From an optimization exercise on the open Yosys and OpenROAD flow, aimed at small area and a short achievable clock period; shortcuts taken in it are not production practice. In this exercise RTL edits were held to simulation tests only and were not proved equivalent to the original.

[design/flow/flow/run.sh]
#!/bin/bash
# The standard layout (the standard.sh, unchanged synthesis), with the port buffers
# that placement inserts on every input and output made sky130_fd_sc_hd__buf_4 instead
# of the delay cell buffer_ports picks by itself, and timing repair aiming for 6 ns of
# setup slack. make's output goes to flow_make.log;
# ORFS keeps each step's own log under orfs/logs.
set -euo pipefail
bash standard.sh SETUP_SLACK_MARGIN=6 "BUFFER_PORTS_ARGS=-buffer_cell sky130_fd_sc_hd__buf_4" finish > flow_make.log 2>&1
[design/flow/standard.sh]
#!/bin/bash
# synth_recipe.tcl (not shown) runs the flow's synth.tcl, then flattens the netlist and writes it again
# the make line also repeats each setting of config.mk as NAME=value (left out here)
make -C /OpenROAD-flow-scripts/flow DESIGN_CONFIG=/design/flow/config.mk WORK_HOME=/design/flow/orfs CLKGATE_MAP_FILE= SYNTH_SCRIPT=/design/flow/synth_recipe.tcl "${@:-finish}"
[design/flow/config.mk]
export PLATFORM = sky130hd
export DESIGN_NAME = fpu_top
export DESIGN_NICKNAME = fpu_top
export VERILOG_FILES = /design/flow/design.v
export SDC_FILE = /design/flow/constraint.sdc
export NUM_CORES = 4
export LEC_CHECK = 0
export ABC_AREA = 1
export CAP_MARGIN = 20
export CORE_MARGIN = 2
export CORE_UTILIZATION = 40
export SLEW_MARGIN = 20
[design/flow/constraint.sdc]
create_clock -name core_clock -period 17.0 [get_ports {clk}]
set_input_delay 3.4000 -clock core_clock [delete_from_list [all_inputs] [get_ports {clk}]]
set_output_delay 3.4000 -clock core_clock [all_outputs]
set_load 0.01 [all_outputs]
[design/flow/design.v]
package fpu_pkg;
	typedef struct packed {
		logic                   sign;
		logic [8-1:0]  exp;
		logic [23-1:0] frac;
	} float_fields_t;
	typedef union packed {
		logic [32-1:0] word;
		float_fields_t          f;
	} float_t;
	typedef enum logic [1:0] {
		op_add = 2'b00,
		op_sub = 2'b01,
		op_rsv = 2'b10,
		op_mul = 2'b11
	} fpu_op_t;
endpackage
module fpu_pfx_add #(
	parameter int W = 32
) (
	input  logic [W-1:0] i_a,
	input  logic [W-1:0] i_b,
	input  logic         i_ci,
	output logic [W-1:0] o_sum,
	output logic         o_co
);
	localparam int L = (W >= 32) ? 6 : (W >= 16) ? 5 : (W >= 8) ? 4 : (W >= 4) ? 3 : (W >= 2) ? 2 : 1;
	logic [W:0] g [L+1];
	logic [W:0] p [L+1];
	always_comb begin
		g[0][0] = i_ci;
		p[0][0] = 1'b0;
		for (int i = 0; i < W; i++) begin
			g[0][i+1] = i_a[i] & i_b[i];
			p[0][i+1] = i_a[i] ^ i_b[i];
		end
		for (int l = 0; l < L; l++) begin
			for (int i = 0; i <= W; i++) begin
				if ((i >> l) & 1) begin
					g[l+1][i] = g[l][i] | (p[l][i] & g[l][((i >> l) << l) - 1]);
					p[l+1][i] = p[l][i] & p[l][((i >> l) << l) - 1];
				end else begin
					g[l+1][i] = g[l][i];
					p[l+1][i] = p[l][i];
				end
			end
		end
		for (int i = 0; i < W; i++) begin
			o_sum[i] = p[0][i+1] ^ g[L][i];
		end
		o_co = g[L][W];
	end
endmodule
module fpu_lzc32 (
	input  logic [31:0] i_v,
	output logic [4:0]  o_cnt
);
	logic [15:0]      v1;
	logic [15:0]      c1;
	logic [7:0]       v2;
	logic [7:0][1:0]  c2;
	logic [3:0]       v3;
	logic [3:0][2:0]  c3;
	logic [1:0]       v4;
	logic [1:0][3:0]  c4;
	always_comb begin
		for (int j = 0; j < 16; j++) begin
			v1[j] = i_v[2*j+1] | i_v[2*j];
			c1[j] = ~i_v[2*j+1];
		end
		for (int j = 0; j < 8; j++) begin
			v2[j] = v1[2*j+1] | v1[2*j];
			c2[j] = v1[2*j+1] ? {1'b0, c1[2*j+1]} : {1'b1, c1[2*j]};
		end
		for (int j = 0; j < 4; j++) begin
			v3[j] = v2[2*j+1] | v2[2*j];
			c3[j] = v2[2*j+1] ? {1'b0, c2[2*j+1]} : {1'b1, c2[2*j]};
		end
		for (int j = 0; j < 2; j++) begin
			v4[j] = v3[2*j+1] | v3[2*j];
			c4[j] = v3[2*j+1] ? {1'b0, c3[2*j+1]} : {1'b1, c3[2*j]};
		end
		o_cnt = v4[1] ? {1'b0, c4[1]} : {1'b1, c4[0]};
	end
endmodule
module fpu_special_case (
	input  fpu_pkg::float_t i_a,
	input  fpu_pkg::float_t i_b,
	input  logic            i_is_mul,
	input  logic            i_is_rsv,
	output logic            o_sel_a,
	output logic            o_sel_b,
	output logic            o_sel_zero,
	output logic            o_sel_inf,
	output logic            o_sel_arith
);
	logic   a_zero;
	logic   a_inf;
	logic   a_nan;
	logic   b_zero;
	logic   b_inf;
	logic   b_nan;
	logic   a_emax;
	logic   a_f0;
	logic   b_emax;
	logic   b_f0;
	logic   add_a;
	logic   add_b;
	logic   mul_z;
	logic   mul_i;
	assign a_emax = &i_a.f.exp;
	assign a_f0   = ~|i_a.f.frac;
	assign b_emax = &i_b.f.exp;
	assign b_f0   = ~|i_b.f.frac;
	assign a_zero = ~|i_a.f.exp & a_f0;
	assign a_inf  = a_emax & a_f0;
	assign a_nan  = a_emax & ~a_f0;
	assign b_zero = ~|i_b.f.exp & b_f0;
	assign b_inf  = b_emax & b_f0;
	assign b_nan  = b_emax & ~b_f0;
	assign add_a = (a_nan | b_zero) | (~(b_nan | a_zero) & a_inf);
	assign add_b = ~(a_nan | b_zero) & ((b_nan | a_zero) | (~a_inf & b_inf));
	assign mul_z = ~a_nan & ~b_nan & (a_zero | b_zero);
	assign mul_i = ~a_nan & ~b_nan & ~(a_zero | b_zero) & (a_inf | b_inf);
	always_comb begin
		o_sel_a     = 1'b0;
		o_sel_b     = 1'b0;
		o_sel_zero  = 1'b0;
		o_sel_inf   = 1'b0;
		o_sel_arith = 1'b0;
		if (i_is_rsv) begin
		end else if (i_is_mul) begin
			o_sel_a     = a_nan;
			o_sel_b     = ~a_nan & b_nan;
			o_sel_zero  = mul_z;
			o_sel_inf   = mul_i;
			o_sel_arith = ~(a_nan | b_nan | a_zero | b_zero | a_inf | b_inf);
		end else begin
			o_sel_a     = add_a;
			o_sel_b     = add_b;
			o_sel_arith = ~(add_a | add_b);
		end
	end
endmodule
module fpu_add_far (
	input  logic            i_sign,
	input  logic [7:0]      i_exp,
	input  logic [23:0]     i_big_mant,
	input  logic [23:0]     i_small_mant,
	input  logic [4:0]      i_small_tz,
	input  logic [7:0]      i_diff,
	input  logic            i_sub,
	output fpu_pkg::float_t o_sum
);
	logic [25:0] shifted;
	logic        sticky;
	logic [26:0] small_ext;
	logic [27:0] raw;
	logic [23:0] mant;
	logic        guard;
	logic        rest;
	logic        inc;
	logic [24:0] rounded;
	logic [7:0]  exp_m1;
	logic [7:0]  exp_p1;
	logic [7:0]  exp_p2;
	logic [1:0]  exp_sel;
	assign shifted   = (i_diff > 8'd25) ? 26'd0 : ({i_small_mant, 2'b00} >> i_diff[4:0]);
	assign sticky    = ({3'b0, i_small_tz} + 8'd3 <= i_diff);
	assign small_ext = {shifted, sticky};
	logic raw_co;
	fpu_pfx_add #(.W(28)) u_add (
		.i_a   ({1'b0, i_big_mant, 3'b000}),
		.i_b   ({1'b0, small_ext} ^ {28{i_sub}}),
		.i_ci  (i_sub),
		.o_sum (raw),
		.o_co  (raw_co)
	);
	always_comb begin
		if (raw[27]) begin
			mant  = raw[27:4];
			guard = raw[3];
			rest  = |raw[2:0];
		end else if (raw[26]) begin
			mant  = raw[26:3];
			guard = raw[2];
			rest  = |raw[1:0];
		end else begin
			mant  = raw[25:2];
			guard = raw[1];
			rest  = raw[0];
		end
	end
	assign inc     = guard & (rest | mant[0]);
	logic rnd_co;
	fpu_pfx_add #(.W(25)) u_rnd (
		.i_a   ({1'b0, mant}),
		.i_b   (25'd0),
		.i_ci  (inc),
		.o_sum (rounded),
		.o_co  (rnd_co)
	);
	logic [2:0] e_co;
	fpu_pfx_add #(.W(8)) u_em1 (.i_a(i_exp), .i_b(8'hff), .i_ci(1'b0), .o_sum(exp_m1), .o_co(e_co[0]));
	fpu_pfx_add #(.W(8)) u_ep1 (.i_a(i_exp), .i_b(8'h00), .i_ci(1'b1), .o_sum(exp_p1), .o_co(e_co[1]));
	fpu_pfx_add #(.W(8)) u_ep2 (.i_a(i_exp), .i_b(8'h01), .i_ci(1'b1), .o_sum(exp_p2), .o_co(e_co[2]));
	assign exp_sel = raw[27] ? 2'd2 : (raw[26] ? 2'd1 : 2'd0);
	always_comb begin
		case ({exp_sel, rounded[24]})
			3'b000:  o_sum.f.exp = exp_m1;
			3'b001:  o_sum.f.exp = i_exp;
			3'b010:  o_sum.f.exp = i_exp;
			3'b011:  o_sum.f.exp = exp_p1;
			3'b100:  o_sum.f.exp = exp_p1;
			default: o_sum.f.exp = exp_p2;
		endcase
	end
	assign o_sum.f.sign = i_sign;
	assign o_sum.f.frac = rounded[22:0];
endmodule
module fpu_add_near (
	input  logic            i_a_sign,
	input  logic            i_b_sign,
	input  logic [7:0]      i_a_exp,
	input  logic [7:0]      i_b_exp,
	input  logic [23:0]     i_a_mant,
	input  logic [23:0]     i_b_mant,
	input  logic            i_a_big,
	input  logic            i_sub,
	output logic [25:0]     o_raw,
	output logic [4:0]      o_lz,
	input  logic [24:2]     i_norm,
	output fpu_pkg::float_t o_sum
);
	logic        d1;
	logic [23:0] big_mant;
	logic [23:0] small_mant;
	logic [25:0] small_sh;
	logic [25:0] raw;
	logic        raw_co;
	logic [7:0]  a_exp_p1;
	logic [7:0]  b_exp_p1;
	logic [7:0]  big_exp_p1;
	logic [2:0]  e_co;
	logic [7:0]  exp_n;
	logic [4:0]  lz;
	logic [24:2] norm;
	logic [22:0] frac_r;
	logic        fr_co;
	assign d1         = i_a_exp[0] ^ i_b_exp[0];
	assign big_mant   = i_a_big ? i_a_mant : i_b_mant;
	assign small_mant = i_a_big ? i_b_mant : i_a_mant;
	assign small_sh   = d1 ? {2'b00, small_mant} : {1'b0, small_mant, 1'b0};
	fpu_pfx_add #(.W(26)) u_sub (
		.i_a   ({1'b0, big_mant, 1'b0}),
		.i_b   (small_sh ^ {26{i_sub}}),
		.i_ci  (i_sub),
		.o_sum (raw),
		.o_co  (raw_co)
	);
	fpu_pfx_add #(.W(8)) u_ap1 (.i_a(i_a_exp), .i_b(8'h00), .i_ci(1'b1), .o_sum(a_exp_p1), .o_co(e_co[0]));
	fpu_pfx_add #(.W(8)) u_bp1 (.i_a(i_b_exp), .i_b(8'h00), .i_ci(1'b1), .o_sum(b_exp_p1), .o_co(e_co[1]));
	assign big_exp_p1 = i_a_big ? a_exp_p1 : b_exp_p1;
	fpu_lzc32 u_lzc (.i_v({raw, 6'b0}), .o_cnt(lz));
	assign o_raw = raw;
	assign o_lz  = lz;
	assign norm  = i_norm;
	fpu_pfx_add #(.W(8)) u_exp (.i_a(big_exp_p1), .i_b({3'b111, ~lz}), .i_ci(1'b1), .o_sum(exp_n), .o_co(e_co[2]));
	fpu_pfx_add #(.W(23)) u_rnd (
		.i_a   (raw[23:1]),
		.i_b   (23'd0),
		.i_ci  (raw[0] & raw[1]),
		.o_sum (frac_r),
		.o_co  (fr_co)
	);
	always_comb begin
		if (raw == '0) begin
			o_sum.word = '0;
		end else begin
			o_sum.f.sign = i_a_big ? i_a_sign : i_b_sign;
			o_sum.f.exp  = exp_n;
			o_sum.f.frac = (raw[25:24] == 2'b01) ? frac_r : norm[24:2];
		end
	end
endmodule
module fpu_adder (
	input  fpu_pkg::float_t i_a,
	input  fpu_pkg::float_t i_b,
	output logic [25:0]     o_near_raw,
	output logic [4:0]      o_near_lz,
	input  logic [24:2]     i_near_norm,
	output logic            o_near,
	output fpu_pkg::float_t o_near_sum,
	output fpu_pkg::float_t o_far_sum
);
	logic        a_big;
	logic [7:0]  a_exp;
	logic [7:0]  b_exp;
	logic [23:0] a_mant;
	logic [23:0] b_mant;
	logic [23:0] a_rev;
	logic [23:0] b_rev;
	logic [4:0]  a_tz;
	logic [4:0]  b_tz;
	logic [8:0]  d_ab;
	logic [8:0]  d_ba;
	logic        a_ge;
	logic [7:0]  diff;
	logic        eff_sub;
	logic        near;
	fpu_pkg::float_t far_sum;
	fpu_pkg::float_t near_sum;
	assign a_exp  = i_a.f.exp | {7'b0, ~|i_a.f.exp};
	assign b_exp  = i_b.f.exp | {7'b0, ~|i_b.f.exp};
	assign a_mant = {|i_a.f.exp, i_a.f.frac};
	assign b_mant = {|i_b.f.exp, i_b.f.frac};
	logic [30:0] cmp_sum;
	fpu_pfx_add #(.W(31)) u_cmp (
		.i_a   (i_a.word[30:0]),
		.i_b   (~i_b.word[30:0]),
		.i_ci  (1'b1),
		.o_sum (cmp_sum),
		.o_co  (a_big)
	);
	logic co_dab;
	logic co_dba;
	fpu_pfx_add #(.W(9)) u_dab (
		.i_a   ({1'b0, a_exp}),
		.i_b   ({1'b1, ~b_exp}),
		.i_ci  (1'b1),
		.o_sum (d_ab),
		.o_co  (co_dab)
	);
	fpu_pfx_add #(.W(9)) u_dba (
		.i_a   ({1'b0, b_exp}),
		.i_b   ({1'b1, ~a_exp}),
		.i_ci  (1'b1),
		.o_sum (d_ba),
		.o_co  (co_dba)
	);
	assign a_ge = ~d_ab[8];
	assign diff = a_ge ? d_ab[7:0] : d_ba[7:0];
	always_comb begin
		for (int i = 0; i < 24; i++) begin
			a_rev[i] = a_mant[23-i];
			b_rev[i] = b_mant[23-i];
		end
	end
	fpu_lzc32 u_tza (.i_v({a_rev, 8'hff}), .o_cnt(a_tz));
	fpu_lzc32 u_tzb (.i_v({b_rev, 8'hff}), .o_cnt(b_tz));
	assign eff_sub = i_a.f.sign ^ i_b.f.sign;
	assign near = (diff[7:1] == 7'd0) & (eff_sub | ~(a_mant[23] | b_mant[23]));
	fpu_add_far u_far (
		.i_sign       (a_ge ? i_a.f.sign : i_b.f.sign),
		.i_exp        (a_ge ? a_exp : b_exp),
		.i_big_mant   (a_ge ? a_mant : b_mant),
		.i_small_mant (a_ge ? b_mant : a_mant),
		.i_small_tz   (a_ge ? b_tz : a_tz),
		.i_diff       (diff),
		.i_sub        (eff_sub),
		.o_sum        (far_sum)
	);
	fpu_add_near u_near (
		.i_a_sign (i_a.f.sign),
		.i_b_sign (i_b.f.sign),
		.i_a_exp  (a_exp),
		.i_b_exp  (b_exp),
		.i_a_mant (a_mant),
		.i_b_mant (b_mant),
		.i_a_big  (a_big),
		.i_sub    (eff_sub),
		.o_raw    (o_near_raw),
		.o_lz     (o_near_lz),
		.i_norm   (i_near_norm),
		.o_sum    (near_sum)
	);
	assign o_near     = near;
	assign o_near_sum = near_sum;
	assign o_far_sum  = far_sum;
endmodule
module fpu_multiplier (
	input  fpu_pkg::float_t i_a,
	input  fpu_pkg::float_t i_b,
	output logic [47:0]     o_raw,
	output logic [5:0]      o_shift,
	input  logic [47:23]    i_norm,
	output fpu_pkg::float_t o_product
);
	logic [23:0] a_mant;
	logic [23:0] b_mant;
	logic [4:0]  a_lz;
	logic [4:0]  b_lz;
	logic [5:0]  shift;
	logic [47:0] row0;
	logic [47:0] row1;
	logic [47:0] product;
	logic [47:23] norm;
	logic [7:0]  exp_base;
	assign a_mant = {|i_a.f.exp, i_a.f.frac};
	assign b_mant = {|i_b.f.exp, i_b.f.frac};
	fpu_lzc32 u_lza (.i_v({a_mant, 8'hff}), .o_cnt(a_lz));
	fpu_lzc32 u_lzb (.i_v({b_mant, 8'hff}), .o_cnt(b_lz));
	assign shift = {1'b0, a_lz} + {1'b0, b_lz};
	fpu_mul_tree u_tree (
		.i_a    (a_mant),
		.i_b    (b_mant),
		.o_row0 (row0),
		.o_row1 (row1)
	);
	logic prod_co;
	fpu_pfx_add #(.W(48)) u_cpa (
		.i_a   (row0),
		.i_b   (row1),
		.i_ci  (1'b0),
		.o_sum (product),
		.o_co  (prod_co)
	);
	assign o_raw   = product;
	assign o_shift = shift;
	assign norm    = i_norm;
	assign exp_base = (i_a.f.exp | {7'b0, ~|i_a.f.exp}) + (i_b.f.exp | {7'b0, ~|i_b.f.exp})
	                  - 8'(127) - {2'b0, shift};
	logic [7:0] exp_p1;
	logic       e_co;
	fpu_pfx_add #(.W(8)) u_ep1 (.i_a(exp_base), .i_b(8'h00), .i_ci(1'b1), .o_sum(exp_p1), .o_co(e_co));
	always_comb begin
		o_product.f.sign = i_a.f.sign ^ i_b.f.sign;
		if (norm[47]) begin
			o_product.f.exp  = exp_p1;
			o_product.f.frac = norm[46:24];
		end else begin
			o_product.f.exp  = exp_base;
			o_product.f.frac = norm[45:23];
		end
	end
endmodule
module fpu_mul_tree (
	input  logic [23:0] i_a,
	input  logic [23:0] i_b,
	output logic [47:0] o_row0,
	output logic [47:0] o_row1
);
	logic [24:0] b_ext;
	logic [24:0] a_x1;
	logic [24:0] a_x2;
	logic [11:0] one;
	logic [11:0] two;
	logic [11:0] neg;
	logic [11:0] nneg;
	logic [24:0] x0;
	logic [24:0] x1;
	logic [24:0] x2;
	logic [24:0] x3;
	logic [24:0] x4;
	logic [24:0] x5;
	logic [24:0] x6;
	logic [24:0] x7;
	logic [24:0] x8;
	logic [24:0] x9;
	logic [24:0] x10;
	logic [24:0] x11;
	logic [23:0] top;
	logic t1, t2, t3, t4, t5, t6, t7, t8, t9, t10, t11, t12, t13, t14, t15, t16, t17, t18, t19, t20, t21, t22, t23, t24, t25, t26, t27, t28, t29, t30, t31, t32, t33, t34, t35, t36, t37, t38, t39, t40, t41, t42, t43, t44, t45, t46, t47, t48, t49, t50, t51, t52, t53, t54, t55, t56, t57, t58, t59, t60, t61, t62, t63, t64, t65, t66, t67, t68, t69, t70, t71, t72, t73, t74, t75, t76, t77, t78, t79, t80, t81, t82, t83, t84, t85, t86, t87, t88, t89, t90, t91, t92, t93, t94, t95, t96, t97, t98, t99, t100, t101, t102, t103, t104, t105, t106, t107, t108, t109, t110, t111, t112, t113, t114, t115, t116, t117, t118, t119, t120, t121, t122, t123, t124, t125, t126, t127, t128, t129, t130, t131, t132, t133, t134, t135, t136, t137, t138, t139, t140, t141, t142, t143, t144, t145, t146, t147, t148, t149, t150, t151, t152, t153, t154, t155, t156, t157, t158, t159, t160, t161, t162, t163, t164, t165, t166, t167, t168, t169, t170, t171, t172, t173, t174, t175, t176, t177, t178, t179, t180, t181, t182, t183, t184, t185, t186, t187, t188, t189, t190, t191, t192, t193, t194, t195, t196, t197, t198, t199, t200, t201, t202, t203, t204, t205, t206, t207, t208, t209, t210, t211, t212, t213, t214, t215, t216, t217, t218, t219, t220, t221, t222, t223, t224, t225, t226, t227, t228, t229, t230, t231, t232, t233, t234, t235, t236, t237, t238, t239, t240, t241, t242, t243, t244, t245, t246, t247, t248, t249, t250, t251, t252, t253, t254, t255, t256, t257, t258, t259, t260, t261, t262, t263, t264, t265, t266, t267, t268, t269, t270, t271, t272, t273, t274, t275, t276, t277, t278, t279, t280, t281, t282, t283, t284, t285, t286, t287, t288, t289, t290, t291, t292, t293, t294, t295, t296, t297, t298, t299, t300, t301, t302, t303, t304, t305, t306, t307, t308, t309, t310, t311, t312, t313, t314, t315, t316, t317, t318, t319, t320, t321, t322, t323, t324, t325, t326, t327, t328, t329, t330, t331, t332, t333, t334, t335, t336, t337, t338, t339, t340, t341, t342, t343, t344, t345, t346, t347, t348, t349, t350, t351, t352, t353, t354, t355, t356, t357, t358, t359, t360, t361, t362, t363, t364, t365, t366, t367, t368, t369, t370, t371, t372, t373, t374, t375, t376, t377, t378, t379, t380, t381, t382, t383, t384, t385, t386, t387, t388, t389, t390, t391, t392, t393, t394, t395, t396, t397, t398, t399, t400, t401, t402, t403, t404, t405, t406, t407, t408, t409, t410, t411, t412, t413, t414, t415, t416, t417, t418, t419, t420, t421, t422, t423, t424, t425, t426, t427, t428, t429, t430, t431, t432, t433, t434, t435, t436, t437, t438, t439, t440, t441, t442, t443, t444, t445, t446, t447, t448, t449, t450, t451, t452, t453, t454, t455, t456, t457, t458, t459, t460, t461, t462, t463, t464, t465, t466, t467, t468, t469, t470, t471, t472, t473, t474, t475, t476, t477, t478, t479, t480, t481, t482, t483, t484, t485, t486, t487, t488, t489, t490, t491, t492, t493, t494, t495, t496, t497, t498, t499, t500, t501, t502, t503, t504, t505, t506, t507, t508, t509, t510, t511, t512, t513, t514, t515, t516, t517, t518, t519, t520, t521, t522, t523, t524, t525, t526, t527, t528, t529, t530, t531, t532, t533, t534, t535, t536, t537, t538, t539, t540, t541, t542, t543, t544, t545, t546, t547, t548, t549, t550, t551, t552, t553, t554, t555, t556, t557, t558, t559, t560, t561, t562, t563, t564, t565, t566, t567, t568, t569, t570, t571, t572, t573, t574, t575, t576, t577, t578, t579, t580, t581, t582, t583, t584, t585, t586, t587, t588, t589, t590, t591, t592;
	assign b_ext = {i_b, 1'b0};
	assign a_x1  = {1'b0, i_a};
	assign a_x2  = {i_a, 1'b0};
	assign one[0]  = b_ext[1] ^ b_ext[0];
	assign two[0]  = (b_ext[2] & ~b_ext[1] & ~b_ext[0]) | (~b_ext[2] & b_ext[1] & b_ext[0]);
	assign neg[0]  = b_ext[2];
	assign nneg[0] = ~b_ext[2];
	assign x0 = ((a_x1 & {25{one[0]}}) | (a_x2 & {25{two[0]}})) ^ {25{neg[0]}};
	assign one[1]  = b_ext[3] ^ b_ext[2];
	assign two[1]  = (b_ext[4] & ~b_ext[3] & ~b_ext[2]) | (~b_ext[4] & b_ext[3] & b_ext[2]);
	assign neg[1]  = b_ext[4];
	assign nneg[1] = ~b_ext[4];
	assign x1 = ((a_x1 & {25{one[1]}}) | (a_x2 & {25{two[1]}})) ^ {25{neg[1]}};
	assign one[2]  = b_ext[5] ^ b_ext[4];
	assign two[2]  = (b_ext[6] & ~b_ext[5] & ~b_ext[4]) | (~b_ext[6] & b_ext[5] & b_ext[4]);
	assign neg[2]  = b_ext[6];
	assign nneg[2] = ~b_ext[6];
	assign x2 = ((a_x1 & {25{one[2]}}) | (a_x2 & {25{two[2]}})) ^ {25{neg[2]}};
	assign one[3]  = b_ext[7] ^ b_ext[6];
	assign two[3]  = (b_ext[8] & ~b_ext[7] & ~b_ext[6]) | (~b_ext[8] & b_ext[7] & b_ext[6]);
	assign neg[3]  = b_ext[8];
	assign nneg[3] = ~b_ext[8];
	assign x3 = ((a_x1 & {25{one[3]}}) | (a_x2 & {25{two[3]}})) ^ {25{neg[3]}};
	assign one[4]  = b_ext[9] ^ b_ext[8];
	assign two[4]  = (b_ext[10] & ~b_ext[9] & ~b_ext[8]) | (~b_ext[10] & b_ext[9] & b_ext[8]);
	assign neg[4]  = b_ext[10];
	assign nneg[4] = ~b_ext[10];
	assign x4 = ((a_x1 & {25{one[4]}}) | (a_x2 & {25{two[4]}})) ^ {25{neg[4]}};
	assign one[5]  = b_ext[11] ^ b_ext[10];
	assign two[5]  = (b_ext[12] & ~b_ext[11] & ~b_ext[10]) | (~b_ext[12] & b_ext[11] & b_ext[10]);
	assign neg[5]  = b_ext[12];
	assign nneg[5] = ~b_ext[12];
	assign x5 = ((a_x1 & {25{one[5]}}) | (a_x2 & {25{two[5]}})) ^ {25{neg[5]}};
	assign one[6]  = b_ext[13] ^ b_ext[12];
	assign two[6]  = (b_ext[14] & ~b_ext[13] & ~b_ext[12]) | (~b_ext[14] & b_ext[13] & b_ext[12]);
	assign neg[6]  = b_ext[14];
	assign nneg[6] = ~b_ext[14];
	assign x6 = ((a_x1 & {25{one[6]}}) | (a_x2 & {25{two[6]}})) ^ {25{neg[6]}};
	assign one[7]  = b_ext[15] ^ b_ext[14];
	assign two[7]  = (b_ext[16] & ~b_ext[15] & ~b_ext[14]) | (~b_ext[16] & b_ext[15] & b_ext[14]);
	assign neg[7]  = b_ext[16];
	assign nneg[7] = ~b_ext[16];
	assign x7 = ((a_x1 & {25{one[7]}}) | (a_x2 & {25{two[7]}})) ^ {25{neg[7]}};
	assign one[8]  = b_ext[17] ^ b_ext[16];
	assign two[8]  = (b_ext[18] & ~b_ext[17] & ~b_ext[16]) | (~b_ext[18] & b_ext[17] & b_ext[16]);
	assign neg[8]  = b_ext[18];
	assign nneg[8] = ~b_ext[18];
	assign x8 = ((a_x1 & {25{one[8]}}) | (a_x2 & {25{two[8]}})) ^ {25{neg[8]}};
	assign one[9]  = b_ext[19] ^ b_ext[18];
	assign two[9]  = (b_ext[20] & ~b_ext[19] & ~b_ext[18]) | (~b_ext[20] & b_ext[19] & b_ext[18]);
	assign neg[9]  = b_ext[20];
	assign nneg[9] = ~b_ext[20];
	assign x9 = ((a_x1 & {25{one[9]}}) | (a_x2 & {25{two[9]}})) ^ {25{neg[9]}};
	assign one[10]  = b_ext[21] ^ b_ext[20];
	assign two[10]  = (b_ext[22] & ~b_ext[21] & ~b_ext[20]) | (~b_ext[22] & b_ext[21] & b_ext[20]);
	assign neg[10]  = b_ext[22];
	assign nneg[10] = ~b_ext[22];
	assign x10 = ((a_x1 & {25{one[10]}}) | (a_x2 & {25{two[10]}})) ^ {25{neg[10]}};
	assign one[11]  = b_ext[23] ^ b_ext[22];
	assign two[11]  = (b_ext[24] & ~b_ext[23] & ~b_ext[22]) | (~b_ext[24] & b_ext[23] & b_ext[22]);
	assign neg[11]  = b_ext[24];
	assign nneg[11] = ~b_ext[24];
	assign x11 = ((a_x1 & {25{one[11]}}) | (a_x2 & {25{two[11]}})) ^ {25{neg[11]}};
	assign top = i_a & {24{i_b[23]}};
	assign {t2, t1} = x0[16] + x1[14];
	assign {t4, t3} = x0[17] + x1[15];
	assign {t6, t5} = x0[18] + x1[16] + x2[14];
	assign {t8, t7} = x3[12] + x4[10];
	assign {t10, t9} = x0[19] + x1[17] + x2[15];
	assign {t12, t11} = x3[13] + x4[11];
	assign {t14, t13} = x0[20] + x1[18] + x2[16];
	assign {t16, t15} = x3[14] + x4[12] + x5[10];
	assign {t18, t17} = x6[8] + x7[6];
	assign {t20, t19} = x0[21] + x1[19] + x2[17];
	assign {t22, t21} = x3[15] + x4[13] + x5[11];
	assign {t24, t23} = x6[9] + x7[7];
	assign {t26, t25} = x0[22] + x1[20] + x2[18];
	assign {t28, t27} = x3[16] + x4[14] + x5[12];
	assign {t30, t29} = x6[10] + x7[8] + x8[6];
	assign {t32, t31} = x9[4] + x10[2];
	assign {t34, t33} = x0[23] + x1[21] + x2[19];
	assign {t36, t35} = x3[17] + x4[15] + x5[13];
	assign {t38, t37} = x6[11] + x7[9] + x8[7];
	assign {t40, t39} = x9[5] + x10[3];
	assign {t42, t41} = x0[24] + x1[22] + x2[20];
	assign {t44, t43} = x3[18] + x4[16] + x5[14];
	assign {t46, t45} = x6[12] + x7[10] + x8[8];
	assign {t48, t47} = x9[6] + x10[4] + x11[2];
	assign {t50, t49} = x1[23] + x2[21] + x3[19];
	assign {t52, t51} = x4[17] + x5[15] + x6[13];
	assign {t54, t53} = x7[11] + x8[9] + x9[7];
	assign {t56, t55} = x10[5] + x11[3] + top[1];
	assign {t58, t57} = x1[24] + x2[22] + x3[20];
	assign {t60, t59} = x4[18] + x5[16] + x6[14];
	assign {t62, t61} = x7[12] + x8[10] + x9[8];
	assign {t64, t63} = x10[6] + x11[4] + top[2];
	assign {t66, t65} = nneg[1] + x2[23] + x3[21];
	assign {t68, t67} = x4[19] + x5[17] + x6[15];
	assign {t70, t69} = x7[13] + x8[11] + x9[9];
	assign {t72, t71} = x10[7] + x11[5] + top[3];
	assign {t74, t73} = 1'b1 + x2[24] + x3[22];
	assign {t76, t75} = x4[20] + x5[18] + x6[16];
	assign {t78, t77} = x7[14] + x8[12] + x9[10];
	assign {t80, t79} = x10[8] + x11[6];
	assign {t82, t81} = nneg[2] + x3[23] + x4[21];
	assign {t84, t83} = x5[19] + x6[17] + x7[15];
	assign {t86, t85} = x8[13] + x9[11] + x10[9];
	assign {t88, t87} = 1'b1 + x3[24] + x4[22];
	assign {t90, t89} = x5[20] + x6[18] + x7[16];
	assign {t92, t91} = x8[14] + x9[12];
	assign {t94, t93} = nneg[3] + x4[23] + x5[21];
	assign {t96, t95} = x6[19] + x7[17] + x8[15];
	assign {t98, t97} = 1'b1 + x4[24] + x5[22];
	assign {t100, t99} = x6[20] + x7[18];
	assign {t102, t101} = nneg[4] + x5[23] + x6[21];
	assign {t104, t103} = 1'b1 + x5[24];
	assign {t106, t105} = x0[10] + x1[8];
	assign {t108, t107} = x0[11] + x1[9];
	assign {t110, t109} = x0[12] + x1[10] + x2[8];
	assign {t112, t111} = x3[6] + x4[4];
	assign {t114, t113} = x0[13] + x1[11] + x2[9];
	assign {t116, t115} = x3[7] + x4[5];
	assign {t118, t117} = x0[14] + x1[12] + x2[10];
	assign {t120, t119} = x3[8] + x4[6] + x5[4];
	assign {t122, t121} = x6[2] + x7[0];
	assign {t124, t123} = x0[15] + x1[13] + x2[11];
	assign {t126, t125} = x3[9] + x4[7] + x5[5];
	assign {t128, t127} = x6[3] + x7[1];
	assign {t130, t129} = t1 + x2[12] + x3[10];
	assign {t132, t131} = x4[8] + x5[6] + x6[4];
	assign {t134, t133} = x7[2] + x8[0] + neg[8];
	assign {t136, t135} = t2 + t3 + x2[13];
	assign {t138, t137} = x3[11] + x4[9] + x5[7];
	assign {t140, t139} = x6[5] + x7[3] + x8[1];
	assign {t142, t141} = t4 + t5 + t7;
	assign {t144, t143} = x5[8] + x6[6] + x7[4];
	assign {t146, t145} = x8[2] + x9[0] + neg[9];
	assign {t148, t147} = t6 + t8 + t9;
	assign {t150, t149} = t11 + x5[9] + x6[7];
	assign {t152, t151} = x7[5] + x8[3] + x9[1];
	assign {t154, t153} = t10 + t12 + t13;
	assign {t156, t155} = t15 + t17 + x8[4];
	assign {t158, t157} = x9[2] + x10[0] + neg[10];
	assign {t160, t159} = t14 + t16 + t18;
	assign {t162, t161} = t19 + t21 + t23;
	assign {t164, t163} = x8[5] + x9[3] + x10[1];
	assign {t166, t165} = t20 + t22 + t24;
	assign {t168, t167} = t25 + t27 + t29;
	assign {t170, t169} = t31 + x11[0] + neg[11];
	assign {t172, t171} = t26 + t28 + t30;
	assign {t174, t173} = t32 + t33 + t35;
	assign {t176, t175} = t37 + t39 + x11[1];
	assign {t178, t177} = t34 + t36 + t38;
	assign {t180, t179} = t40 + t41 + t43;
	assign {t182, t181} = t45 + t47 + top[0];
	assign {t184, t183} = t42 + t44 + t46;
	assign {t186, t185} = t48 + t49 + t51;
	assign {t188, t187} = t53 + t55 + neg[0];
	assign {t190, t189} = t50 + t52 + t54;
	assign {t192, t191} = t56 + t57 + t59;
	assign {t194, t193} = t61 + t63 + neg[0];
	assign {t196, t195} = t58 + t60 + t62;
	assign {t198, t197} = t64 + t65 + t67;
	assign {t200, t199} = t69 + t71 + nneg[0];
	assign {t202, t201} = t66 + t68 + t70;
	assign {t204, t203} = t72 + t73 + t75;
	assign {t206, t205} = t77 + t79 + top[4];
	assign {t208, t207} = t74 + t76 + t78;
	assign {t210, t209} = t80 + t81 + t83;
	assign {t212, t211} = t85 + x11[7] + top[5];
	assign {t214, t213} = t82 + t84 + t86;
	assign {t216, t215} = t87 + t89 + t91;
	assign {t218, t217} = x10[10] + x11[8] + top[6];
	assign {t220, t219} = t88 + t90 + t92;
	assign {t222, t221} = t93 + t95 + x9[13];
	assign {t224, t223} = x10[11] + x11[9] + top[7];
	assign {t226, t225} = t94 + t96 + t97;
	assign {t228, t227} = t99 + x8[16] + x9[14];
	assign {t230, t229} = x10[12] + x11[10] + top[8];
	assign {t232, t231} = t98 + t100 + t101;
	assign {t234, t233} = x7[19] + x8[17] + x9[15];
	assign {t236, t235} = x10[13] + x11[11] + top[9];
	assign {t238, t237} = t102 + t103 + x6[22];
	assign {t240, t239} = x7[20] + x8[18] + x9[16];
	assign {t242, t241} = x10[14] + x11[12] + top[10];
	assign {t244, t243} = t104 + nneg[5] + x6[23];
	assign {t246, t245} = x7[21] + x8[19] + x9[17];
	assign {t248, t247} = x10[15] + x11[13] + top[11];
	assign {t250, t249} = 1'b1 + x6[24] + x7[22];
	assign {t252, t251} = x8[20] + x9[18] + x10[16];
	assign {t254, t253} = x11[14] + top[12];
	assign {t256, t255} = nneg[6] + x7[23] + x8[21];
	assign {t258, t257} = x9[19] + x10[17] + x11[15];
	assign {t260, t259} = 1'b1 + x7[24] + x8[22];
	assign {t262, t261} = x9[20] + x10[18];
	assign {t264, t263} = nneg[7] + x8[23] + x9[21];
	assign {t266, t265} = 1'b1 + x8[24];
	assign {t268, t267} = x0[6] + x1[4];
	assign {t270, t269} = x0[7] + x1[5];
	assign {t272, t271} = x0[8] + x1[6] + x2[4];
	assign {t274, t273} = x3[2] + x4[0];
	assign {t276, t275} = x0[9] + x1[7] + x2[5];
	assign {t278, t277} = x3[3] + x4[1];
	assign {t280, t279} = t105 + x2[6] + x3[4];
	assign {t282, t281} = x4[2] + x5[0] + neg[5];
	assign {t284, t283} = t106 + t107 + x2[7];
	assign {t286, t285} = x3[5] + x4[3] + x5[1];
	assign {t288, t287} = t108 + t109 + t111;
	assign {t290, t289} = x5[2] + x6[0] + neg[6];
	assign {t292, t291} = t110 + t112 + t113;
	assign {t294, t293} = t115 + x5[3] + x6[1];
	assign {t296, t295} = t114 + t116 + t117;
	assign {t298, t297} = t119 + t121 + neg[7];
	assign {t300, t299} = t118 + t120 + t122;
	assign {t302, t301} = t123 + t125 + t127;
	assign {t304, t303} = t124 + t126 + t128;
	assign {t306, t305} = t129 + t131 + t133;
	assign {t308, t307} = t130 + t132 + t134;
	assign {t310, t309} = t135 + t137 + t139;
	assign {t312, t311} = t136 + t138 + t140;
	assign {t314, t313} = t141 + t143 + t145;
	assign {t316, t315} = t142 + t144 + t146;
	assign {t318, t317} = t147 + t149 + t151;
	assign {t320, t319} = t148 + t150 + t152;
	assign {t322, t321} = t153 + t155 + t157;
	assign {t324, t323} = t154 + t156 + t158;
	assign {t326, t325} = t159 + t161 + t163;
	assign {t328, t327} = t160 + t162 + t164;
	assign {t330, t329} = t165 + t167 + t169;
	assign {t332, t331} = t166 + t168 + t170;
	assign {t334, t333} = t171 + t173 + t175;
	assign {t336, t335} = t172 + t174 + t176;
	assign {t338, t337} = t177 + t179 + t181;
	assign {t340, t339} = t178 + t180 + t182;
	assign {t342, t341} = t183 + t185 + t187;
	assign {t344, t343} = t184 + t186 + t188;
	assign {t346, t345} = t189 + t191 + t193;
	assign {t348, t347} = t190 + t192 + t194;
	assign {t350, t349} = t195 + t197 + t199;
	assign {t352, t351} = t196 + t198 + t200;
	assign {t354, t353} = t201 + t203 + t205;
	assign {t356, t355} = t202 + t204 + t206;
	assign {t358, t357} = t207 + t209 + t211;
	assign {t360, t359} = t208 + t210 + t212;
	assign {t362, t361} = t213 + t215 + t217;
	assign {t364, t363} = t214 + t216 + t218;
	assign {t366, t365} = t219 + t221 + t223;
	assign {t368, t367} = t220 + t222 + t224;
	assign {t370, t369} = t225 + t227 + t229;
	assign {t372, t371} = t226 + t228 + t230;
	assign {t374, t373} = t231 + t233 + t235;
	assign {t376, t375} = t232 + t234 + t236;
	assign {t378, t377} = t237 + t239 + t241;
	assign {t380, t379} = t238 + t240 + t242;
	assign {t382, t381} = t243 + t245 + t247;
	assign {t384, t383} = t244 + t246 + t248;
	assign {t386, t385} = t249 + t251 + t253;
	assign {t388, t387} = t250 + t252 + t254;
	assign {t390, t389} = t255 + t257 + top[13];
	assign {t392, t391} = t256 + t258 + t259;
	assign {t394, t393} = t261 + x11[16] + top[14];
	assign {t396, t395} = t260 + t262 + t263;
	assign {t398, t397} = x10[19] + x11[17] + top[15];
	assign {t400, t399} = t264 + t265 + x9[22];
	assign {t402, t401} = x10[20] + x11[18] + top[16];
	assign {t404, t403} = t266 + nneg[8] + x9[23];
	assign {t406, t405} = x10[21] + x11[19] + top[17];
	assign {t408, t407} = 1'b1 + x9[24] + x10[22];
	assign {t410, t409} = x11[20] + top[18];
	assign {t412, t411} = nneg[9] + x10[23] + x11[21];
	assign {t414, t413} = 1'b1 + x10[24];
	assign {t416, t415} = x0[4] + x1[2];
	assign {t418, t417} = x0[5] + x1[3];
	assign {t420, t419} = t267 + x2[2] + x3[0];
	assign {t422, t421} = t268 + t269 + x2[3];
	assign {t424, t423} = t270 + t271 + t273;
	assign {t426, t425} = t272 + t274 + t275;
	assign {t428, t427} = t276 + t278 + t279;
	assign {t430, t429} = t280 + t282 + t283;
	assign {t432, t431} = t284 + t286 + t287;
	assign {t434, t433} = t288 + t290 + t291;
	assign {t436, t435} = t292 + t294 + t295;
	assign {t438, t437} = t296 + t298 + t299;
	assign {t440, t439} = t300 + t302 + t303;
	assign {t442, t441} = t304 + t306 + t307;
	assign {t444, t443} = t308 + t310 + t311;
	assign {t446, t445} = t312 + t314 + t315;
	assign {t448, t447} = t316 + t318 + t319;
	assign {t450, t449} = t320 + t322 + t323;
	assign {t452, t451} = t324 + t326 + t327;
	assign {t454, t453} = t328 + t330 + t331;
	assign {t456, t455} = t332 + t334 + t335;
	assign {t458, t457} = t336 + t338 + t339;
	assign {t460, t459} = t340 + t342 + t343;
	assign {t462, t461} = t344 + t346 + t347;
	assign {t464, t463} = t348 + t350 + t351;
	assign {t466, t465} = t352 + t354 + t355;
	assign {t468, t467} = t356 + t358 + t359;
	assign {t470, t469} = t360 + t362 + t363;
	assign {t472, t471} = t364 + t366 + t367;
	assign {t474, t473} = t368 + t370 + t371;
	assign {t476, t475} = t372 + t374 + t375;
	assign {t478, t477} = t376 + t378 + t379;
	assign {t480, t479} = t380 + t382 + t383;
	assign {t482, t481} = t384 + t386 + t387;
	assign {t484, t483} = t388 + t390 + t391;
	assign {t486, t485} = t392 + t394 + t395;
	assign {t488, t487} = t396 + t398 + t399;
	assign {t490, t489} = t400 + t402 + t403;
	assign {t492, t491} = t404 + t406 + t407;
	assign {t494, t493} = t408 + t410 + t411;
	assign {t496, t495} = t412 + t413 + x11[22];
	assign {t498, t497} = t414 + nneg[10] + x11[23];
	assign {t500, t499} = 1'b1 + x11[24];
	assign {t502, t501} = x0[2] + x1[0];
	assign {t504, t503} = x0[3] + x1[1];
	assign {t506, t505} = t415 + x2[0] + neg[2];
	assign {t508, t507} = t416 + t417 + x2[1];
	assign {t510, t509} = t418 + t419 + neg[3];
	assign {t512, t511} = t420 + t421 + x3[1];
	assign {t514, t513} = t422 + t423 + neg[4];
	assign {t516, t515} = t424 + t425 + t277;
	assign {t518, t517} = t426 + t427 + t281;
	assign {t520, t519} = t428 + t429 + t285;
	assign {t522, t521} = t430 + t431 + t289;
	assign {t524, t523} = t432 + t433 + t293;
	assign {t526, t525} = t434 + t435 + t297;
	assign {t528, t527} = t436 + t437 + t301;
	assign {t530, t529} = t438 + t439 + t305;
	assign {t532, t531} = t440 + t441 + t309;
	assign {t534, t533} = t442 + t443 + t313;
	assign {t536, t535} = t444 + t445 + t317;
	assign {t538, t537} = t446 + t447 + t321;
	assign {t540, t539} = t448 + t449 + t325;
	assign {t542, t541} = t450 + t451 + t329;
	assign {t544, t543} = t452 + t453 + t333;
	assign {t546, t545} = t454 + t455 + t337;
	assign {t548, t547} = t456 + t457 + t341;
	assign {t550, t549} = t458 + t459 + t345;
	assign {t552, t551} = t460 + t461 + t349;
	assign {t554, t553} = t462 + t463 + t353;
	assign {t556, t555} = t464 + t465 + t357;
	assign {t558, t557} = t466 + t467 + t361;
	assign {t560, t559} = t468 + t469 + t365;
	assign {t562, t561} = t470 + t471 + t369;
	assign {t564, t563} = t472 + t473 + t373;
	assign {t566, t565} = t474 + t475 + t377;
	assign {t568, t567} = t476 + t477 + t381;
	assign {t570, t569} = t478 + t479 + t385;
	assign {t572, t571} = t480 + t481 + t389;
	assign {t574, t573} = t482 + t483 + t393;
	assign {t576, t575} = t484 + t485 + t397;
	assign {t578, t577} = t486 + t487 + t401;
	assign {t580, t579} = t488 + t489 + t405;
	assign {t582, t581} = t490 + t491 + t409;
	assign {t584, t583} = t492 + t493 + top[19];
	assign {t586, t585} = t494 + t495 + top[20];
	assign {t588, t587} = t496 + t497 + top[21];
	assign {t590, t589} = t498 + t499 + top[22];
	assign {t592, t591} = t500 + nneg[11] + top[23];
	assign o_row0[0] = x0[0];
	assign o_row1[0] = neg[0];
	assign o_row0[1] = x0[1];
	assign o_row1[1] = 1'b0;
	assign o_row0[2] = t501;
	assign o_row1[2] = neg[1];
	assign o_row0[3] = t502;
	assign o_row1[3] = t503;
	assign o_row0[4] = t504;
	assign o_row1[4] = t505;
	assign o_row0[5] = t506;
	assign o_row1[5] = t507;
	assign o_row0[6] = t508;
	assign o_row1[6] = t509;
	assign o_row0[7] = t510;
	assign o_row1[7] = t511;
	assign o_row0[8] = t512;
	assign o_row1[8] = t513;
	assign o_row0[9] = t514;
	assign o_row1[9] = t515;
	assign o_row0[10] = t516;
	assign o_row1[10] = t517;
	assign o_row0[11] = t518;
	assign o_row1[11] = t519;
	assign o_row0[12] = t520;
	assign o_row1[12] = t521;
	assign o_row0[13] = t522;
	assign o_row1[13] = t523;
	assign o_row0[14] = t524;
	assign o_row1[14] = t525;
	assign o_row0[15] = t526;
	assign o_row1[15] = t527;
	assign o_row0[16] = t528;
	assign o_row1[16] = t529;
	assign o_row0[17] = t530;
	assign o_row1[17] = t531;
	assign o_row0[18] = t532;
	assign o_row1[18] = t533;
	assign o_row0[19] = t534;
	assign o_row1[19] = t535;
	assign o_row0[20] = t536;
	assign o_row1[20] = t537;
	assign o_row0[21] = t538;
	assign o_row1[21] = t539;
	assign o_row0[22] = t540;
	assign o_row1[22] = t541;
	assign o_row0[23] = t542;
	assign o_row1[23] = t543;
	assign o_row0[24] = t544;
	assign o_row1[24] = t545;
	assign o_row0[25] = t546;
	assign o_row1[25] = t547;
	assign o_row0[26] = t548;
	assign o_row1[26] = t549;
	assign o_row0[27] = t550;
	assign o_row1[27] = t551;
	assign o_row0[28] = t552;
	assign o_row1[28] = t553;
	assign o_row0[29] = t554;
	assign o_row1[29] = t555;
	assign o_row0[30] = t556;
	assign o_row1[30] = t557;
	assign o_row0[31] = t558;
	assign o_row1[31] = t559;
	assign o_row0[32] = t560;
	assign o_row1[32] = t561;
	assign o_row0[33] = t562;
	assign o_row1[33] = t563;
	assign o_row0[34] = t564;
	assign o_row1[34] = t565;
	assign o_row0[35] = t566;
	assign o_row1[35] = t567;
	assign o_row0[36] = t568;
	assign o_row1[36] = t569;
	assign o_row0[37] = t570;
	assign o_row1[37] = t571;
	assign o_row0[38] = t572;
	assign o_row1[38] = t573;
	assign o_row0[39] = t574;
	assign o_row1[39] = t575;
	assign o_row0[40] = t576;
	assign o_row1[40] = t577;
	assign o_row0[41] = t578;
	assign o_row1[41] = t579;
	assign o_row0[42] = t580;
	assign o_row1[42] = t581;
	assign o_row0[43] = t582;
	assign o_row1[43] = t583;
	assign o_row0[44] = t584;
	assign o_row1[44] = t585;
	assign o_row0[45] = t586;
	assign o_row1[45] = t587;
	assign o_row0[46] = t588;
	assign o_row1[46] = t589;
	assign o_row0[47] = t590;
	assign o_row1[47] = t591;
endmodule
module fpu_top (
	input  logic             clk,
	input  logic             i_rst_n,
	input  logic [1:0]       i_op,
	input  logic [31:0]      i_a,
	input  logic [31:0]      i_b,
	output logic [31:0]      o_result
);
	fpu_pkg::float_t a_w;
	fpu_pkg::float_t b_w;
	logic   is_sub;
	logic   is_mul;
	logic   is_rsv;
	fpu_pkg::float_t eff_b;
	logic   sel_a;
	logic   sel_b;
	logic   sel_zero;
	logic   sel_inf;
	logic   sel_arith;
	fpu_pkg::float_t near_sum;
	fpu_pkg::float_t far_sum;
	logic   near;
	fpu_pkg::float_t product;
	logic   sel_near;
	logic   sel_far;
	logic   sel_prod;
	logic   sign_x;
	logic [31:0] early;
	logic [31:0] next_result;
	logic [25:0] near_raw;
	logic [4:0]  near_lz;
	logic [47:0] prod_raw;
	logic [5:0]  prod_shift;
	logic [47:0] sh_in;
	logic [5:0]  sh_amt;
	logic [47:0] sh_out;
	assign a_w.word = i_a;
	assign b_w.word = i_b;
	assign is_sub = (i_op == fpu_pkg::op_sub);
	assign is_mul = (i_op == fpu_pkg::op_mul);
	assign is_rsv = (i_op == fpu_pkg::op_rsv);
	always_comb begin
		eff_b        = b_w;
		eff_b.f.sign = b_w.f.sign ^ is_sub;
	end
	fpu_special_case u_special (
		.i_a        (a_w),
		.i_b        (eff_b),
		.i_is_mul   (is_mul),
		.i_is_rsv   (is_rsv),
		.o_sel_a    (sel_a),
		.o_sel_b    (sel_b),
		.o_sel_zero (sel_zero),
		.o_sel_inf  (sel_inf),
		.o_sel_arith(sel_arith)
	);
	fpu_adder u_adder (
		.i_a        (a_w),
		.i_b        (eff_b),
		.o_near_raw (near_raw),
		.o_near_lz  (near_lz),
		.i_near_norm(sh_out[46:24]),
		.o_near     (near),
		.o_near_sum (near_sum),
		.o_far_sum  (far_sum)
	);
	fpu_multiplier u_mult (
		.i_a       (a_w),
		.i_b       (b_w),
		.o_raw     (prod_raw),
		.o_shift   (prod_shift),
		.i_norm    (sh_out[47:23]),
		.o_product (product)
	);
	assign sh_in  = is_mul ? prod_raw : {near_raw, 22'b0};
	assign sh_amt = is_mul ? prod_shift : {1'b0, near_lz};
	assign sh_out = sh_in << sh_amt;
	assign sign_x   = i_a[31] ^ i_b[31];
	assign sel_prod = sel_arith & is_mul;
	assign sel_near = sel_arith & ~is_mul & near;
	assign sel_far  = sel_arith & ~is_mul & ~near;
	assign early[31]    = (i_a[31] & sel_a) | (eff_b.f.sign & sel_b) | (sign_x & (sel_zero | sel_inf));
	assign early[30:23] = (i_a[30:23] & {8{sel_a}}) | (i_b[30:23] & {8{sel_b}}) | {8{sel_inf | is_rsv}};
	assign early[22]    = (i_a[22] & sel_a) | (i_b[22] & sel_b) | is_rsv;
	assign early[21:0]  = (i_a[21:0] & {22{sel_a}}) | (i_b[21:0] & {22{sel_b}});
	assign next_result = early
	                   | (near_sum.word & {32{sel_near}})
	                   | (far_sum.word & {32{sel_far}})
	                   | (product.word & {32{sel_prod}});
	always_ff @(posedge clk or negedge i_rst_n) begin
		if (!i_rst_n) begin
			o_result <= '0;
		end else begin
			o_result <= next_result;
		end
	end
endmodule
==> impl_metrics.xml <==
<?xml version="1.0" encoding="UTF-8"?>
<metrics>
  <group name="outcome">
    <metric name="run_status" unit="">complete, no violations</metric>
  </group>
  <group name="yosys">
    <metric name="postSynthRegisterBits" unit="">32</metric>
    <metric name="synth-seq-area-share" unit="">0.0260</metric>
    <metric name="async_reset_ff_frac" unit="">1.00</metric>
    <metric name="post_synth_main_area_contributors" unit="">fa_1, nand2_1, xor2_1, ha_1, nand3_1</metric>
    <metric name="synth_most_common_cell" unit="">nand2_1</metric>
    <metric name="syn_inst" unit="">4872</metric>
    <metric name="netlist-cell-type-count" unit="">70</metric>
    <metric name="syn_area" unit="um2">30800</metric>
    <metric name="yosys_warnings" unit="">33</metric>
    <metric name="post_synth_net_total" unit="">5429</metric>
    <metric name="synth_area_per_cell" unit="um2">6.32</metric>
    <metric name="yosysTopAreaCellShare" unit="">0.178</metric>
    <metric name="synth_commonest_cells" unit="">nand2_1, inv_1, nand3_1, xor2_1, nor2_1</metric>
    <metric name="synth_flop_cell" unit="">dfrtp_1</metric>
    <metric name="synth_edf_count" unit="">0</metric>
    <metric name="synth_area_leader_cell" unit="">fa_1</metric>
  </group>
  <group name="place">
    <metric name="hpwl" unit="mm">102</metric>
    <metric name="placement.cell_area" unit="um2">32100</metric>
    <metric name="numPortBuffers" unit="">99</metric>
    <metric name="placed_cells_incl_taps" unit="">5783</metric>
    <metric name="routabilityCongestion" unit="">0.987</metric>
  </group>
  <group name="routing">
    <metric name="route.detailed.wl_per_inst" unit="um">23.9</metric>
    <metric name="via_count" unit="">35600</metric>
    <metric name="via_per_inst" unit="">5.98</metric>
    <metric name="detailedRoute.firstIterationViolations" unit="">4336</metric>
    <metric name="route.detailed.drc" unit="">0</metric>
    <metric name="first_pass_iters" unit="">7</metric>
    <metric name="antenna_left" unit="">0</metric>
    <metric name="drt_wl_total" unit="mm">142</metric>
  </group>
  <group name="final_layout">
    <metric name="areaGrowthSynthToFinish" unit="%">14.9</metric>
    <metric name="largest-register" unit="">o_result</metric>
    <metric name="layout.area.seq" unit="um2">801</metric>
    <metric name="largest_reg_flops" unit="">32</metric>
    <metric name="final_layout_size_suffix_gt1_frac" unit="">0.138</metric>
    <metric name="layout_top_registers" unit="">o_result x32</metric>
    <metric name="layout.nets" unit="">5473</metric>
    <metric name="final.fill_count" unit="">8062</metric>
    <metric name="layoutNonFillerInstCount" unit="">5949</metric>
    <metric name="stdcell_area" unit="um2">35400</metric>
    <metric name="area_of_the_multi_input_gates" unit="um2">27500</metric>
  </group>
  <group name="floorplan">
    <metric name="floorplan.initialDensity" unit="">0.404</metric>
    <metric name="pin_count" unit="">100</metric>
    <metric name="die_area" unit="um2">79200</metric>
    <metric name="die_h" unit="um">281</metric>
    <metric name="num_rows" unit="">101</metric>
    <metric name="die_w" unit="um">281</metric>
    <metric name="core_outline_area" unit="um2">76100</metric>
  </group>
  <group name="cts">
    <metric name="clkSinkCount" unit="">32</metric>
    <metric name="h-tree-depth" unit="">2</metric>
    <metric name="clockRootBuffer" unit="">clkbuf_16</metric>
    <metric name="postCtsHoldBufs" unit="">0</metric>
    <metric name="cts-buffers-inserted" unit="">5</metric>
    <metric name="clk_pin_slew" unit="ps">60</metric>
    <metric name="clock_tree.buffer_depth" unit="">2</metric>
    <metric name="tritoncts" unit="">yes</metric>
  </group>
  <group name="grt">
    <metric name="first_pass_grt_wire_length" unit="mm">206</metric>
    <metric name="grt_pass1_vias" unit="">32900</metric>
    <metric name="met1_usage_grt" unit="">0.465</metric>
    <metric name="grt_most_used_layer" unit="">met2</metric>
    <metric name="grtUsageTotal" unit="">0.343</metric>
    <metric name="grtUsageMet3" unit="">0.0634</metric>
    <metric name="overall_overflow_remaining_after_global_route" unit="">0</metric>
    <metric name="grt_start_max_net_pins" unit="">113</metric>
    <metric name="antenna_violations_before_repair" unit="">7</metric>
    <metric name="global_route.usage.met2" unit="">0.526</metric>
  </group>
  <group name="job">
    <metric name="max_cap_violations" unit="">0</metric>
  </group>
  <group name="sta">
    <metric name="tightest_slew" unit="ps">1150</metric>
    <metric name="timing.slew.headroom" unit="">0.226</metric>
    <metric name="setup-violations-final" unit="">0</metric>
    <metric name="max_freq" unit="MHz">93.3</metric>
    <metric name="timing.setup.tns" unit="ps">0</metric>
    <metric name="post-route-period-util" unit="">0.630</metric>
    <metric name="finalCriticalPeriod" unit="ps">10710</metric>
    <metric name="rsz0062_at_grt" unit="">false</metric>
    <metric name="maxSlewViolCount" unit="">0</metric>
    <metric name="hold_violations" unit="">0</metric>
  </group>
  <group name="critical_path">
    <metric name="critPathCaptureType" unit="">register</metric>
    <metric name="worst-endpoint-arrival" unit="ps">10880</metric>
    <metric name="cp_common_cell" unit="">nand2_1</metric>
    <metric name="crit_path_top_delay_cell" unit="">fa_4</metric>
    <metric name="worst-endpoint-required" unit="ps">17160</metric>
    <metric name="crit_type" unit="">in2reg</metric>
    <metric name="cp_slowest_stage_delay" unit="ps">590</metric>
    <metric name="timing.critical_path.from_type" unit="">primary input</metric>
    <metric name="path_max_fanout" unit="">10</metric>
  </group>
  <group name="hold_path">
    <metric name="tightest_hold_check_type" unit="">in2async</metric>
  </group>
</metrics>
==> metrics by stage <==
stage / hold slack (ps) / util / setup WS, ps
after floorplan: 3100 / - / 6090
final: 3060 / 0.465 / 6290
after global routing: 3100 / 0.465 / 5810
after global placement: 3370 / 0.422 / 3970
after CTS: 3080 / 0.437 / 5970
after detailed placement: 3380 / 0.422 / 3990
==> logic make-up after synthesis <==
kind of cell	synth area share
muxes	0.000732
adders and majority gates	0.265
and+or+nand+nor	0.305
other	0.000122
buffers and inverters	0.120
xor gates and xnor gates	0.111
AOI/OAI and AO/OA	0.172
DFF	0.0260
==> final cells by class <==
type | count | area share
Antenna cell | 2 | 0.000142
Clock buffer | 5 | 0.00354
Clock inverter | 3 | 0.000672
Inverter | 634 | 0.0721
Multi-Input combinational cell | 3921 | 0.777
Sequential cell | 32 | 0.0226
Tap cell | 1030 | 0.0365
Timing Repair Buffer | 319 | 0.0872
Timing Repair inverter | 3 | 0.000743
==> what timing repair did <==
| action | in CTS | in global routing |
|---|---|---|
| setup buffers | 37 | 87 |
| setup endpoints to repair | 31 | 31 |
| pin swaps | 20 | 92 |
| gates cloned | 13 | 19 |
| resized for setup | 136 | 299 |
==> per-layer routing <==
metal,part of all wire,vias up
met5,0.00023,-
met4,0.062,4
met3,0.11,478
met2,0.42,2256
met1,0.40,16700
li1,-,16100
==> critical path: cells and delay by family <==
family / cells / cell delay [ps]
fa+ha+maj: 4 / 1470
compound gates: 10 / 1490
xor+xnor: 2 / 390
simple gates: 29 / 3060
buf+inv: 8 / 1020
==> worst max-delay path by stage <==
stage	startpoint	depth (start not counted)	endpoint
2_1_floorplan	i_b[5]	41	o_result[26]
4_1_cts	i_b[3]	39	o_result[26]
3_5_place_dp	i_b[1]	50	o_result[26]
5_1_grt	i_a[24]	60	o_result[27]
6_report	i_a[27]	53	o_result[16]
3_3_place_gp	i_b[1]	49	o_result[26]
==> cell usage in the layout, fill, tap and decap left out, drive strengths merged, types with 7 or more instances in the layout <==
cell,count
nor2,340
ha,216
a21boi,10
a221oi,8
dfrtp,32
xnor2,25
clkinv,19
or2,23
nand4,22
o21ai,252
clkbuf,16
o31ai,7
inv,609
a31oi,19
buf,305
nor3,46
xor2,365
o221ai,12
nand3,526
clkinvlp,12
o2111ai,17
o22ai,303
a21oi,201
fa,273
o211ai,26
nand2,1156
nand3b,21

## afterwards: timing with drivers on the ports
The flow's constraints put no driver on any port. The routed layout listed below was extracted and timed again, unchanged, in two steps. Step 1 sets driving cells, clkbuf_16 on the clock port and buf_2 on the other inputs (assumed; they add their load-dependent delay and slew). Step 2 adds t to the input delays and takes it off the output delays; t is the mean of the earliest and latest rising clock arrival at the registers after step 1. Input paths then give back, and output paths get back, about the clock's delay inside the block. a / b / c = ideal / step 1 / step 2; a / b = the first two.
shift t [ns]: 0.312
setup slack, ns: 6.287 / 6.186 / 5.874
hold WS [ns]: 3.061 / 3.060 / 3.372
worst setup path after step 2: input to register
worst register clock-pin slew, ns: 0.06 / 0.06
After both steps this run still meets setup and hold. The setup slack of this run moves by -0.101 ns with the drivers and by -0.413 ns with both steps.
